Background: an optimization exercise with open tools, aiming at small area, a short achievable clock period and few clock cycles. Do not read the settings as production practice. In this exercise RTL edits were held to simulation tests only and were not proved equivalent to the original. No activity file was given, so power comes from the tool's default toggle rates.

build 79:
## exec_unit_top
module exec_unit_top #(
  parameter int NUM_REGS = exec_pkg::NUM_REGS
) (
  input wire clk,
  input wire rst,
  input wire psel,
  input wire penable,
  input wire pwrite,
  input wire [exec_pkg::APB_AW-1:0] paddr,
  input wire [31:0] pwdata,
  output logic [31:0] prdata,
  output logic pready,
  output logic pslverr
);
  localparam int W = exec_pkg::WORD_W;
  logic [NUM_REGS-1:0][W-1:0] regs;
  logic [NUM_REGS-1:0] valid;        
  logic [NUM_REGS-1:0][3:0] flg;
  exec_pkg::word_t imm_q;
  logic imm_lo_v, imm_hi_v;          
  exec_pkg::word_t imm_v;
  exec_pkg::reg_idx_t sel_q;
  logic [31:0] lo_q;
  logic [NUM_REGS-1:0] oh_a_q, oh_b_q, ohf_a_q;
  logic fwd_a_q, fwd_b_q, fwdf_a_q;
  logic [NUM_REGS-1:0] dst_q;        
  logic cmd_q, hi_q;                 
  exec_pkg::cond_e cond_q;
  logic azero_q, shl_q, sxt_q, imm_b_q, sub_q, bzero_q;
  logic add_q, and_q, xor_q, or_q, shr_q, sar_q;
  logic imm_lo_q, imm_hi_q, sel_wr_q, lo_wr_q;
  logic [31:0] prdata_q;
  logic pslverr_q;
  logic pready_q;
  exec_pkg::word_t a_q, b_q;
  ...
For scale: about 6400 cells after synthesis, ~1600 flip-flops, roughly 79 I/O pins, roughly 75000 um^2 of cells after synthesis.
==> flow/config.mk <==
export PLATFORM = sky130hd
export DESIGN_NAME = exec_unit_top
export DESIGN_NICKNAME = exec_unit_top
export VERILOG_FILES = /design/flow/design.v
export SDC_FILE = /design/flow/constraint.sdc
export NUM_CORES = 4
export LEC_CHECK = 0
export CAP_MARGIN = 20
export CORE_MARGIN = 2
export CORE_UTILIZATION = 40
export CTS_CLUSTER_DIAMETER = 80
export CTS_CLUSTER_SIZE = 24
export PLACE_DENSITY = 0.6
export SETUP_SLACK_MARGIN = 5
export SLEW_MARGIN = 20
==> flow/constraint.sdc <==
create_clock -name core_clock -period 10.0 [get_ports {clk}]
set_input_delay 2.0000 -clock core_clock [delete_from_list [all_inputs] [get_ports {clk}]]
set_output_delay 2.0000 -clock core_clock [all_outputs]
set_load 0.01 [all_outputs]
standard.sh (not shown) runs the stock make flow with config.mk's settings and CLKGATE_MAP_FILE= SYNTH_SCRIPT=/design/flow/synth_recipe.tcl, a recipe that flattens the netlist after the stock synthesis.
==> flow/flow/run.sh <==
#!/bin/bash
set -euo pipefail
MARGIN=$(cat flow/margin.txt)
bash standard.sh SETUP_SLACK_MARGIN="$MARGIN" \
  BUFFER_PORTS_ARGS="-buffer_cell sky130_fd_sc_hd__buf_4" finish > standard_flow.log 2>&1
==> flow/flow/margin.txt <==
6.5
Testbench counts of build 79, summed over its fixed seeds: cycles 9,648.
> inputs changed (build 79 -> build 97)
- clearing CTS_CLUSTER_DIAMETER, which used to be 80
- clearing CTS_CLUSTER_SIZE, which used to be 24
Results
Looking at critical path depth, build 97 sits 3 below build 79.
Summary of build 97 over build 79: number of enable flip-flop cells after synthesis ~0 delta; clock-buffer cell count higher.
Relative to build 97, the following input files were edited for build 31:
- CTS_CLUSTER_SIZE newly set to 24
- CTS_CLUSTER_DIAMETER newly set to 80
==> flow/flow/margin.txt <==
6.6
Findings:
Lower required time of the worst setup path goes to build 31 over build 97.
Build 31 went all the way through the flow, and no timing, DRC or antenna check failed.
Going from build 97 to build 31, buffer count excluding the clock tree in the final layout grew by a few percent.
Data-path buffer share of cell area in the final layout is lower on build 97
Re critical path depth: build 31 is 3 up on build 97.

========
Setup of trial 88:
exec_unit_top, a different RTL version from the one above (not shown whole).
Size: ~6500 cells after synthesis, roughly 1400 flip-flops, roughly 0.073 mm^2 of cells after synthesis.
export LEC_CHECK = 0
export CAP_MARGIN = 20
export CORE_MARGIN = 2
export CORE_UTILIZATION = 50
export PLACE_DENSITY = 0.65
export SETUP_SLACK_MARGIN = 5
export SLEW_MARGIN = 20
create_clock -name core_clock -period 10.0 [get_ports {clk}]
run.sh (not shown) runs the stock make flow with config.mk's settings and CLKGATE_MAP_FILE= SYNTH_SCRIPT=/design/flow/synth_recipe.tcl, a recipe that flattens the netlist after the stock synthesis.
Stock flow here: none of the scripts above is used.
In summary, trial 88 completed successfully, with a layout that passed the timing, DRC and antenna checks.
Testbench counts of trial 88, summed over its fixed seeds: cycles 9,600.
--- input diff trial 88..build 89 ---
--- a/flow/config.mk
+++ b/flow/config.mk
@@ -10,3 +10,3 @@
-export CORE_UTILIZATION = 50
-export PLACE_DENSITY = 0.65
-export SETUP_SLACK_MARGIN = 5
+export CORE_UTILIZATION = 25
+export PLACE_DENSITY = 0.4
+export SETUP_SLACK_MARGIN = 0.5
==> comparison <==
Wire length went up by a little under 10% going from trial 88 to build 89.
Changes observed in build 89 relative to trial 88: signal arrival time at the worst endpoint now sits higher, die area higher.

========
v27:
Another version of the RTL of exec_unit_top (not shown whole).
For scale: ~6500 cells after synthesis, about 1600 flip-flops, roughly 79 I/O pins, about 0.076 mm2 of cells after synthesis.
clock: 10.0 ns
lec_check: 0
cap_margin: 20
core_margin: 2
core_utilization: 55
cts_cluster_diameter: 80
cts_cluster_size: 24
place_density: 0.7
setup_slack_margin: 5
slew_margin: 20
standard.sh (not shown) runs the stock make flow with config.mk's settings and CLKGATE_MAP_FILE= SYNTH_SCRIPT=/design/flow/synth_recipe.tcl, a recipe that flattens the netlist after the stock synthesis.
==> flow/flow/margin.txt <==
6.65
Scripts as last shown in full above: flow/flow/run.sh
Every stage of the flow completed for v27, and the final layout passed the timing, DRC and antenna checks.
Testbench counts of v27, summed over its fixed seeds: cycles 9,648.
--- input diff v27..v13 ---
- changing CORE_UTILIZATION from 55 to 40
- changing PLACE_DENSITY from 0.7 to 0.6
==> comparison <==
Going from v27 to v13, detailed-route wire length on metal 1 rose by 11%, worst hold slack rose by 0.019 ns, final clock skew fell by 0.024 ns.

========
== north ==
Another version of the RTL of exec_unit_top (not shown whole).
Size: about 6500 cells after synthesis, about 79 I/O pins, ~76000 µm² of cells after synthesis.
clock: 10.0 ns
lec_check: 0
cap_margin: 20
core_margin: 2
core_utilization: 55
cts_cluster_diameter: 80
cts_cluster_size: 24
place_density: 0.7
setup_slack_margin: 5
slew_margin: 20
==> flow/flow/run.sh <==
#!/bin/bash
set -euo pipefail
MARGIN=$(cat flow/margin.txt)
bash standard.sh SETUP_SLACK_MARGIN="$MARGIN" \
  BUFFER_PORTS_ARGS="-buffer_cell sky130_fd_sc_hd__buf_4" \
  CTS_ARGS="-sink_clustering_enable -repair_clock_nets -sink_clustering_size 24 -sink_clustering_max_diameter 80 -dont_use_dummy_load" \
  finish > standard_flow.log 2>&1
==> flow/flow/margin.txt <==
6.55
north finished all stages; the layout is clean.
Testbench counts of north, summed over its fixed seeds: cycles 9,648.
[inputs] south vs north
==> flow/flow/run.sh <==
#!/bin/bash
set -euo pipefail
read -r MARGIN MARGIN_ROUTE < flow/margin.txt
CTS="-sink_clustering_enable -repair_clock_nets -sink_clustering_size 24 -sink_clustering_max_diameter 80 -dont_use_dummy_load"
bash standard.sh SETUP_SLACK_MARGIN="$MARGIN" \
  BUFFER_PORTS_ARGS="-buffer_cell sky130_fd_sc_hd__buf_4" CTS_ARGS="$CTS" \
  cts > standard_flow_to_cts.log 2>&1
bash standard.sh SETUP_SLACK_MARGIN="$MARGIN_ROUTE" \
  BUFFER_PORTS_ARGS="-buffer_cell sky130_fd_sc_hd__buf_4" CTS_ARGS="$CTS" \
  finish > standard_flow_finish.log 2>&1
==> flow/flow/margin.txt <==
6.55 6.75
### Flow results
- north → south: share of the clock period used by the worst path went down, power after layout did not really move.
- Looking at minimum clock period across both flows, south is the stronger of the two, with north trailing.
- Between north and south, utilization increased.
- Count of flip-flops and latches came out exactly the same in north and south.
- The final layout from south, which completed every stage, passed the timing, DRC and antenna checks at the end of the flow.
- Summary: with north as the reference, average wire length per cell after detail routing in south moved up slightly.
Input-level comparison between east and south:
==> flow/flow/margin.txt <==
6.55 6.65
Results
- After detailed routing, south needs more wire than east.
- The worst hold slack was comparable across east and south.
- Both conditions hold for east: the flow ran to the end and the final layout passed the timing, DRC and antenna checks.
- Setup slack of the critical path after layout (lower): east
- The fmax in east was lower than what south gave.
- Between east and south, synthesis-to-finish area growth is lower for east, south comes in above that.
- Diff south -> east: total power draw now sits at about the same level; final cell count has decreased.

========
Setup of v29:
exec_unit_top, a different RTL version from the one above (not shown whole).
Size in the first run: roughly 1600 flip-flops, roughly 79 I/O pins, roughly 0.075 mm² of cells after synthesis.
==> flow/config.mk <==
export PLATFORM = sky130hd
export DESIGN_NAME = exec_unit_top
export DESIGN_NICKNAME = exec_unit_top
export VERILOG_FILES = /design/flow/design.v
export SDC_FILE = /design/flow/constraint.sdc
export NUM_CORES = 4
export LEC_CHECK = 0
export CAP_MARGIN = 20
export CORE_MARGIN = 2
export CORE_UTILIZATION = 40
export CTS_CLUSTER_DIAMETER = 80
export CTS_CLUSTER_SIZE = 24
export PLACE_DENSITY = 0.6
export SETUP_SLACK_MARGIN = 5
export SLEW_MARGIN = 20
==> flow/constraint.sdc <==
create_clock -name core_clock -period 10.0 [get_ports {clk}]
set_input_delay 2.0000 -clock core_clock [delete_from_list [all_inputs] [get_ports {clk}]]
set_output_delay 2.0000 -clock core_clock [all_outputs]
set_load 0.01 [all_outputs]
==> flow/flow/run.sh <==
#!/bin/bash
set -euo pipefail
read -r MARGIN MARGIN_ROUTE < flow/margin.txt
bash standard.sh SETUP_SLACK_MARGIN="$MARGIN" \
  BUFFER_PORTS_ARGS="-buffer_cell sky130_fd_sc_hd__buf_4" cts > standard_flow_to_cts.log 2>&1
bash standard.sh SETUP_SLACK_MARGIN="$MARGIN_ROUTE" \
  BUFFER_PORTS_ARGS="-buffer_cell sky130_fd_sc_hd__buf_4" finish > standard_flow_finish.log 2>&1
==> flow/flow/margin.txt <==
6.6 6.85
In summary, v29 completed successfully, with a layout that passed the timing, DRC and antenna checks.
Testbench counts of v29, summed over its fixed seeds: cycles 9,648.
Relative to v29, the following input files were edited for v31:
==> flow/flow/run.sh <==
#!/bin/bash
set -euo pipefail
MARGIN=$(cat flow/margin.txt)
bash standard.sh SETUP_SLACK_MARGIN="$MARGIN" \
  BUFFER_PORTS_ARGS="-buffer_cell sky130_fd_sc_hd__buf_4" \
  CTS_ARGS="-sink_clustering_enable -repair_clock_nets -sink_clustering_size 24 -sink_clustering_max_diameter 80 -dont_use_dummy_load" \
  finish > standard_flow.log 2>&1
==> flow/flow/margin.txt <==
6.55
Results
- On placed cell area, v31 and v29 are basically level.
- Transition time at the pin with the least slew margin (v31 over v29): decrease, 0.018 ns
- v31 ends up with higher signal arrival time at the worst endpoint than v29 does.
- [compare] base=v29 new=v31: maximum VDD drop went down 15%, placed instance count level, final instance count without filler cells decreased by 221 relative to the old numbers, proportion of power drawn by the clock network shrank by 3.5 points.
- Multi-input combinational gate total delta (v29 -> v31): insignificant
- Relative to v29, v31 improves via count.
Relative to v31, the following input files were edited for v7:
Settings: swapping 40 for 55 in CORE_UTILIZATION; swapping 0.6 for 0.7 in PLACE_DENSITY; putting TNS_END_PERCENT at 20 where nothing was set.
--- outcome ---
Diff v31 -> v7 | global-route wire length before repair | decrease of 28000 µm
Part of the power in the clock network (lower): v7
Between v7 and v31, the difference in part of the total power dissipated in combinational logic is negligible.
Cmp v7 vs v31: switching share of power lower in v7
Looking at violation count after the first detailed-route iteration, v7 sits 1698 above v31.
diff inputs: v7 => v22
Settings: TNS_END_PERCENT no longer set, was 20.
==> summary.txt <==
- Between v7 and v22, the global-route wire length before repair figures differ only marginally.
- Going from v7 to v22, share of the cycle needed by the critical path after routing shrinks by 0.92 points.
- v22 went all the way through synthesis, placement and routing and the layout is clean on timing, DRC and antenna.
- Status: routed via count divided by cell count parity (v22, v7)
- Diff v22 and v7: number of instances resized during post-cts repair higher in v22
- NOTE: area overhead of the layout relative to synthesis in v22 exceeds that of v7
- Comparing v22 and v7, proportion of layout cells with a drive suffix above 1 is higher on v22.
- v7 → v22: number of standard cells in the final layout excluding fillers saw little to no change; final worst-path setup slack picked up an extra 0.092 ns.
- From v7 to v22 the numbers moved as follows: count of non-CTS buffers in the layout rose by 3, count of buffer and inverter cells on the critical path now larger.

## port drivers added, routing unchanged
Ports are ideal in the flow. The routed layouts listed here were re-timed in OpenROAD. Step 1, drivers: a clkbuf_16 drives clk and a buf_2 each remaining input, both assumed. Step 2 adds t to the input delays and takes it off the output delays; t is the mean of the earliest and latest rising clock arrival at the registers after step 1. Input paths then give back, and output paths get back, about the clock's delay inside the block. Slacks: no drivers / after step 1 / after step 2; pairs: no drivers / after step 1.
run	t (ns)	setup slack, ns	slew at the worst register clock pin (ns)
build 79	0.854	6.409 / 6.409 / 5.916	0.10 / 0.10
build 97	0.915	6.381 / 6.381 / 5.830	0.07 / 0.07
build 31	0.857	6.438 / 6.438 / 5.924	0.10 / 0.10
trial 88	0.899	4.829 / 4.885 / 3.985	0.09 / 0.09
build 89	0.920	3.455 / 3.455 / 2.797	0.07 / 0.07
v27	0.851	6.447 / 6.447 / 5.843	0.11 / 0.11
v13	0.871	6.368 / 6.368 / 5.796	0.11 / 0.11
north	0.798	6.341 / 6.341 / 5.898	0.10 / 0.10
south	0.800	6.415 / 6.415 / 6.061	0.10 / 0.10
east	0.797	6.306 / 6.306 / 6.025	0.10 / 0.10
v29	0.872	6.514 / 6.514 / 5.991	0.10 / 0.10
v31	0.834	6.304 / 6.304 / 5.791	0.10 / 0.10
v7	0.811	6.311 / 6.275 / 5.770	0.10 / 0.10
v22	0.808	6.403 / 6.403 / 5.752	0.10 / 0.10
After both steps setup and hold are still met in every run listed. For trial 88, which loses most, drivers alone change the setup slack by +0.056 ns; drivers and shift together by -0.844 ns.
